Background: an optimization exercise with open tools, aiming at small area and a short achievable clock period. Do not read the settings as production practice.
Where RTL was checked, it was by simulation tests only, not by an equivalence proof against the original.

Design groove_sample_scheduler, start of the top module:
module groove_sample_scheduler #(
    parameter int DEPTH = 4
) (
    input  logic        clk,
    input  logic        reset,
    input  logic        sync_start,
    input  logic [31:0] sig_time,
    input  logic        dir,
    input  logic [31:0] afll_ltr,
    input  logic [31:0] afll_rtl,
    input  logic        pos_valid,
    output logic        pos_ready,
    input  logic [15:0] pos_in,
    output logic        fire,
    output logic [31:0] fire_time,
    output logic        missed,
    output logic        busy
);
clock: 9.0 ns
lec_check: 0
abc_area: 1
cap_margin: 20
core_margin: 2
core_utilization: 40
place_density: 0.8
setup_slack_margin: 4.8
slew_margin: 20
tns_end_percent: 100
standard.sh (not shown) runs the stock make flow with config.mk's settings and CLKGATE_MAP_FILE= SYNTH_SCRIPT=/design/flow/synth_recipe.tcl, a recipe that flattens the netlist after the stock synthesis.
==> flow/flow/run.sh <==
#!/bin/bash
# The standard layout (the standard.sh: ORFS synthesis, floorplan, power grid,
# placement, CTS and routing) with two changes:
#  - synthesis skips the generic ABC pass that Yosys's synth runs before the adder
#    extraction (SYNTH_ARGS=-noabc), so the full adders are extracted from the RTL's own
#    adder tree without inverters between them; the liberty-mapped ABC pass still runs,
#    and the registers are the same as the standard synthesis's;
#  - the port buffers are inserted as buf_1 cells rather than the larger cell the
#    resizer picks by default; timing repair still resizes them as needed.
set -euo pipefail
export SYNTH_ARGS="-noabc"
export BUFFER_PORTS_ARGS="-buffer_cell sky130_fd_sc_hd__buf_1"
bash standard.sh > standard.log 2>&1
Rerun with:
--- a/flow/design.v
+++ b/flow/design.v
@@ -17,19 +17,19 @@
     output logic        busy
 );
     localparam int AW = $clog2(DEPTH);
     localparam logic [AW:0] FULL = (AW+1)'(DEPTH);
     logic               started, st_m1, st_m2, st_wait, st_fire;
     logic               first, can_push;
     logic [15:0]        mem [DEPTH];
     logic [AW-1:0]      wr_ptr, rd_ptr;
     logic [AW:0]        count, count_nx;
-    logic [31:0]        base, dur, durn, target;
+    logic [31:0]        base, dur, target;
     logic [5:0]         dg_nx;
     logic [2:0]         b_one, b_two, b_neg;
     logic               c5;
     logic               xg, yg;      
     logic [31:0]        cr;
     logic               push, pop, st_ready, hit, m1_nx, m2_nx, wait_nx, fire_nx;
     logic [15:0]        head;
     logic [3:0]         head_nx;
     logic [31:0]        x, y;
@@ -40,19 +40,18 @@
     assign push      = pos_valid && pos_ready;
     assign pop       = st_ready && (count != 0) && !sync_start;
     assign fire      = st_fire;
     assign fire_time = target;
     assign head    = mem[rd_ptr];
     assign head_nx = (push && wr_ptr == rd_ptr) ? pos_in[3:0] : head[3:0];
     assign dg_nx   = st_m1 ? {~head[15], head[14:10]} : pop ? head[9:4] : {head_nx, 2'b00};
     assign x = xg ? target : 32'd0;
     assign y = yg ? base : 32'd0;
-    assign dur = ~durn;    
     assign cr = c5 ? dur : 32'd0;
     wire pp1 = (((b_one[0] & dur[0])) ^ b_neg[0]);
     wire pp2 = (((b_one[0] & dur[1]) | (b_two[0] & dur[0])) ^ b_neg[0]);
     wire pp3 = (((b_one[0] & dur[2]) | (b_two[0] & dur[1])) ^ b_neg[0]);
     wire pp4 = (((b_one[0] & dur[3]) | (b_two[0] & dur[2])) ^ b_neg[0]);
     wire pp5 = (((b_one[0] & dur[4]) | (b_two[0] & dur[3])) ^ b_neg[0]);
     wire pp6 = (((b_one[0] & dur[5]) | (b_two[0] & dur[4])) ^ b_neg[0]);
     wire pp7 = (((b_one[0] & dur[6]) | (b_two[0] & dur[5])) ^ b_neg[0]);
     wire pp8 = (((b_one[0] & dur[7]) | (b_two[0] & dur[6])) ^ b_neg[0]);
@@ -830,19 +829,19 @@
     assign m1_nx    = pop;
     assign m2_nx    = st_m1 && !sync_start;
     assign wait_nx  = (st_m2 || (st_wait && !hit)) && !sync_start;
     assign fire_nx  = st_wait && hit && !sync_start;
     always_ff @(posedge clk)
         if (push) mem[wr_ptr] <= pos_in;
     always_ff @(posedge clk) begin
         if (sync_start) begin
             base <= sig_time;
-            durn <= ~(dir ? afll_rtl : afll_ltr);
+            dur  <= dir ? afll_rtl : afll_ltr;
         end
         if (!(st_wait || st_fire)) target <= r[37:6];
         for (int j = 0; j < 3; j++) begin
             b_neg[j] <= dg_nx[2*j+1];
             b_one[j] <= dg_nx[2*j] ^ (j == 0 ? 1'b0 : dg_nx[2*j-1]);
             b_two[j] <= dg_nx[2*j+1] ? !(dg_nx[2*j] || (j == 0 ? 1'b0 : dg_nx[2*j-1]))
                                      : (dg_nx[2*j] && (j == 0 ? 1'b0 : dg_nx[2*j-1]));
         end
         c5 <= dg_nx[5];
What happened: The new run completed with no timing, DRC or antenna violations; register-to-register slack gets better by 97 ps; hold slack gets worse by 30 ps; synthesized area went up slightly; worst setup slack gets better by 17 ps; fmax went up slightly; routed wire length went down by roughly a tenth; cell count went up by a few percent; die area went up slightly; global-route usage went down by 2.7 points; cell area went down slightly; synthesized cell count went up by a few percent; core utilization went down by 1.8 points.
For the first run of this note, only the layout was checked, not whether the RTL still works.

-- port drivers added, routing unchanged --
The flow's constraints put no driver on any port. The routed layouts listed below were extracted and timed again, unchanged, in two steps.
Step 1: set_driving_cell puts a clkbuf_16 on clk and a buf_2 on each other input, an assumption about the parent block.
Step 2, shift: input delay + t, output delay - t, t = (earliest + latest rising clock arrival at the registers) / 2. This alone moves slack from input paths to output paths.
a / b / c = no drivers / after step 1 / after step 2; a / b = the first two.
run	shift t [ns]	setup WS [ns]	latest minus earliest clock arrival (ns)	worst data-port slew with drivers (ns)	pins driven straight from the clock port
the first run	0.516	4.813 / 4.802 / 4.802	0.012 / 0.013	0.06	1
the second run	0.514	4.830 / 4.800 / 4.800	0.017 / 0.017	0.08	1
After both steps setup and hold are still met in every run listed. For the second run, which loses most, drivers alone change the setup slack by -0.030 ns; drivers and shift together by -0.030 ns.
